What follows belongs to an exercise in optimizing a design on an open flow for small area, a short achievable clock period and few clock cycles; a production flow would make more cautious choices.
The RTL was checked by simulation tests, not by an equivalence proof against the original design.

==> flow/design.v (excerpt) <==
module wn_dot #(
   parameter int unsigned NCH  = 16,
   parameter int unsigned DW   = 8,
   parameter int unsigned AW   = 4,
   parameter int unsigned ACCW = 2*DW+AW,
   parameter int unsigned OW   = DW
) (
   input  logic                     clk,
   input  logic                     xrst,
   input  logic                     start,
   input  logic [AW-1:0]            len,
   input  logic                     relu,
   output logic [AW-1:0]            x_raddr,
   input  logic signed [DW-1:0]     x_rdata,
   output logic [NCH*AW-1:0]        w_raddr,
   input  logic signed [NCH*DW-1:0] w_rdata,
   output logic [NCH*OW-1:0]        y,
   output logic                     busy,
   output logic                     finish
);
clock: 8.0 ns
lec_check: 0
abc_area: 1
cap_margin: 20
core_margin: 2
core_utilization: 55
place_density: 0.65
setup_slack_margin: 4.15
slew_margin: 20
standard.sh (not shown) runs the stock make flow with config.mk's settings and CLKGATE_MAP_FILE= SYNTH_SCRIPT=/design/flow/synth_recipe.tcl, a recipe that flattens the netlist after the stock synthesis.
==> flow/flow/run.sh <==
#!/bin/bash
# The standard layout (the standard.sh), with two changes:
#  - after the standard synthesis, flow/fa_polarity.py flips the polarity of full adders
#    (FA(~a,~b,~c) = ~FA(a,b,c)) to drop inverters around them; registers are untouched
#  - the port buffers are plain buffers instead of the default delay cells
# Each tool's output goes to a log here: synth.log, fa_polarity.log, layout.log
# (ORFS's own per-step logs stay under orfs/logs).
set -euo pipefail
ARGS=(BUFFER_PORTS_ARGS="-buffer_cell sky130_fd_sc_hd__buf_2")
RES=$PWD/orfs/results/$FLOW_PLATFORM/wn_dot/base
bash standard.sh "${ARGS[@]}" "$RES/1_2_yosys.v" > synth.log 2>&1
python3 flow/fa_polarity.py "$RES/1_2_yosys.v" "$RES/1_2_yosys.fapol.v" > fa_polarity.log 2>&1
cp "$RES/1_2_yosys.v" "$RES/1_2_yosys.orig.v"
mv "$RES/1_2_yosys.fapol.v" "$RES/1_2_yosys.v"
bash standard.sh "${ARGS[@]}" finish > layout.log 2>&1
Other scripts of this flow, unchanged in this note and not shown: flow/flow/fa_polarity.py
Testbench counts at the start, summed over its fixed seeds: cycles 17,126.
Change:
SETUP_SLACK_MARGIN = 3.8   (was 4.15)
Effect: Fmax is lower by 6.6%; register-to-register slack degrades by 0.28 ns; synthesized cell count does not change; design area falls by 7.3%; worst setup slack got worse by 0.28 ns; clock skew is about the same.

* * *

== oak ==
Another version of the RTL of wn_dot (not shown whole).
Size in the first run: ~6800 cells after synthesis, roughly 500 flip-flops, about 340 I/O pins.
Settings: LEC_CHECK=0, ABC_AREA=1, CAP_MARGIN=20, CORE_MARGIN=2, CORE_UTILIZATION=40, SETUP_SLACK_MARGIN=3.5, SLEW_MARGIN=20; clock period 8.0 ns.
==> flow/flow/run.sh <==
#!/bin/bash
# The standard layout (the standard.sh, synthesis included, unchanged), except that
# the port buffers are plain buffers instead of the default delay cells. Its make output
# goes to standard.log here; ORFS's own per-step logs stay under orfs/logs.
set -euo pipefail
bash standard.sh BUFFER_PORTS_ARGS="-buffer_cell sky130_fd_sc_hd__buf_2" finish > standard.log 2>&1
oak: flow completed, timing, DRC and antenna clean
Testbench counts of oak, summed over its fixed seeds: cycles 17,126.
[inputs] pine vs oak
# oak
export LEC_CHECK = 0
export ABC_AREA = 1
export CAP_MARGIN = 20
export CORE_MARGIN = 2
export CORE_UTILIZATION = 40
export SETUP_SLACK_MARGIN = 3.5
export SLEW_MARGIN = 20
create_clock -name core_clock -period 8.0 [get_ports {clk}]
# pine
export LEC_CHECK = 0
export ABC_AREA = 1
export CAP_MARGIN = 20
export CORE_MARGIN = 2
export CORE_UTILIZATION = 70
export PLACE_DENSITY = 0.75
export SETUP_SLACK_MARGIN = 3.5
export SLEW_MARGIN = 20
create_clock -name core_clock -period 8.0 [get_ports {clk}]
Findings:
- pine vs. oak: height of the die fell 24%; number of cells produced by synthesis about even.
- pine gives more global-route usage than oak did.
- The core utilization of pine is higher than that of oak.

* * *

delta:
Starting RTL as in the previous note.
clock: 8.0 ns
lec_check: 0
abc_area: 1
cap_margin: 20
core_margin: 2
core_utilization: 55
place_density: 0.65
setup_slack_margin: 4.5
slew_margin: 20
Scripts as last shown in full above: flow/flow/run.sh
Testbench counts of delta, summed over its fixed seeds: cycles 17,126.
Setup changes, delta to amber
-- flow/config.mk --
<<< delta, line 13
export SETUP_SLACK_MARGIN = 4.5
>>> amber, line 13
export SETUP_SLACK_MARGIN = 3.5
## What came out
amber vs delta: final cycle utilization of the critical path up
From delta to amber the numbers moved as follows: total clock buffers created by CTS comparable; routed length on met1 now smaller; routed length on met3 now smaller.
~same area after synthesis in delta and amber
Cmp amber vs delta: data-path buffer share of cell area in the final layout lower in amber
Summary: with delta as the reference, routed wire length in amber moved down by more than 10%.
amber vs delta: number of stages on the worst setup path down

* * *

== pepper ==
RTL: one of the versions met above, not the one the previous note started from.
Size: about 5800 cells after synthesis, ~340 I/O pins, roughly 0.048 mm^2 of cells after synthesis.
clock: 8.0 ns
lec_check: 0
abc_area: 1
cap_margin: 20
core_margin: 2
core_utilization: 65
place_density: 0.75
setup_slack_margin: 4.0
slew_margin: 20
==> flow/flow/run.sh <==
#!/bin/bash
# The standard layout (the standard.sh), with two changes:
#  - after the standard synthesis, flow/fa_polarity.py flips the polarity of full adders
#    (FA(~a,~b,~c) = ~FA(a,b,c)) to drop inverters around them; registers are untouched
#  - the port buffers are plain buffers instead of the default delay cells
# Each tool's output goes to a log here: synth.log, fa_polarity.log, layout.log
# (ORFS's own per-step logs stay under orfs/logs).
set -euo pipefail
ARGS=(BUFFER_PORTS_ARGS="-buffer_cell sky130_fd_sc_hd__buf_2")
RES=$PWD/orfs/results/$FLOW_PLATFORM/wn_dot/base
bash standard.sh "${ARGS[@]}" "$RES/1_2_yosys.v" > synth.log 2>&1
python3 flow/fa_polarity.py "$RES/1_2_yosys.v" "$RES/1_2_yosys.fapol.v" > fa_polarity.log 2>&1
cp "$RES/1_2_yosys.v" "$RES/1_2_yosys.orig.v"
mv "$RES/1_2_yosys.fapol.v" "$RES/1_2_yosys.v"
bash standard.sh "${ARGS[@]}" finish > layout.log 2>&1
Other scripts of this flow, unchanged in this note and not shown: flow/flow/fa_polarity.py
Testbench counts of pepper, summed over its fixed seeds: cycles 17,126.
Changes in willow relative to pepper:
-- flow/config.mk --
<<< pepper, line 11
export CORE_UTILIZATION = 65
export PLACE_DENSITY = 0.75
>>> willow, line 11
export CORE_UTILIZATION = 55
export CTS_BUF_LIST = sky130_fd_sc_hd__clkbuf_8
export PLACE_DENSITY = 0.65
- Maximum achievable frequency: willow lower than pepper
- Compared with pepper, in willow post-route clock period utilization rose 0.95 points; clock tree buffer count of the final layout rose 62%; die area rose about 18%; total number of sequential cells about even.
- The final setup skew in willow sits 0.025 ns above the value recorded for pepper.
## Diff of input files: raven against willow
-- flow/config.mk --
<<< willow, line 12
export CTS_BUF_LIST = sky130_fd_sc_hd__clkbuf_8
>>> raven, line 12
==> summary.txt <==
The run showing the smaller multi-input gate area in the final layout is raven. Comparing willow with raven, the area of the die came out essentially unchanged. Going from willow to raven, final worst slack now sits higher, via count -1.3%, total inserted antenna cells has decreased, global-route wire length before repair now sits lower.

==> what the ideal ports hide <==
The flow's constraints put no driver on any port. The routed layouts listed below were extracted and timed again, unchanged, in two steps. Step 1, drivers: a clkbuf_16 drives clk and a buf_2 each remaining input, both assumed. Step 2 adds t to the input delays and takes it off the output delays; t is the mean of the earliest and latest rising clock arrival at the registers after step 1. Input paths then give back, and output paths get back, about the clock's delay inside the block. Three values: ideal ports, drivers, drivers and shift; two values: the first two.
run | t (ns) | slack for setup (ns) | hold slack, ns | slew at the worst register clock pin (ns) | cell pins on the clock port's net
the first run of note 1 | 0.695 | 4.078 / 4.012 / 4.238 | 0.370 / 0.370 / 0.370 | 0.06 / 0.06 | 1
the second run of note 1 | 0.693 | 3.802 / 3.736 / 3.964 | 0.369 / 0.369 / 0.369 | 0.07 / 0.07 | 1
oak | 0.742 | 3.610 / 3.534 / 3.646 | 0.365 / 0.365 / 0.365 | 0.07 / 0.07 | 1
pine | 0.718 | 3.659 / 3.659 / 3.659 | 0.359 / 0.359 / 0.359 | 0.07 / 0.07 | 1
delta | 0.732 | 4.057 / 4.057 / 4.057 | 0.352 / 0.352 / 0.352 | 0.07 / 0.07 | 1
amber | 0.698 | 3.576 / 3.510 / 3.642 | 0.349 / 0.349 / 0.349 | 0.07 / 0.07 | 1
pepper | 0.716 | 4.034 / 3.963 / 4.120 | 0.365 / 0.365 / 0.365 | 0.07 / 0.07 | 1
willow | 0.825 | 3.959 / 3.896 / 4.168 | 0.373 / 0.373 / 0.373 | 0.07 / 0.07 | 1
raven | 0.696 | 4.034 / 3.968 / 4.162 | 0.371 / 0.371 / 0.371 | 0.07 / 0.07 | 1
After both steps setup and hold are still met in every run listed.
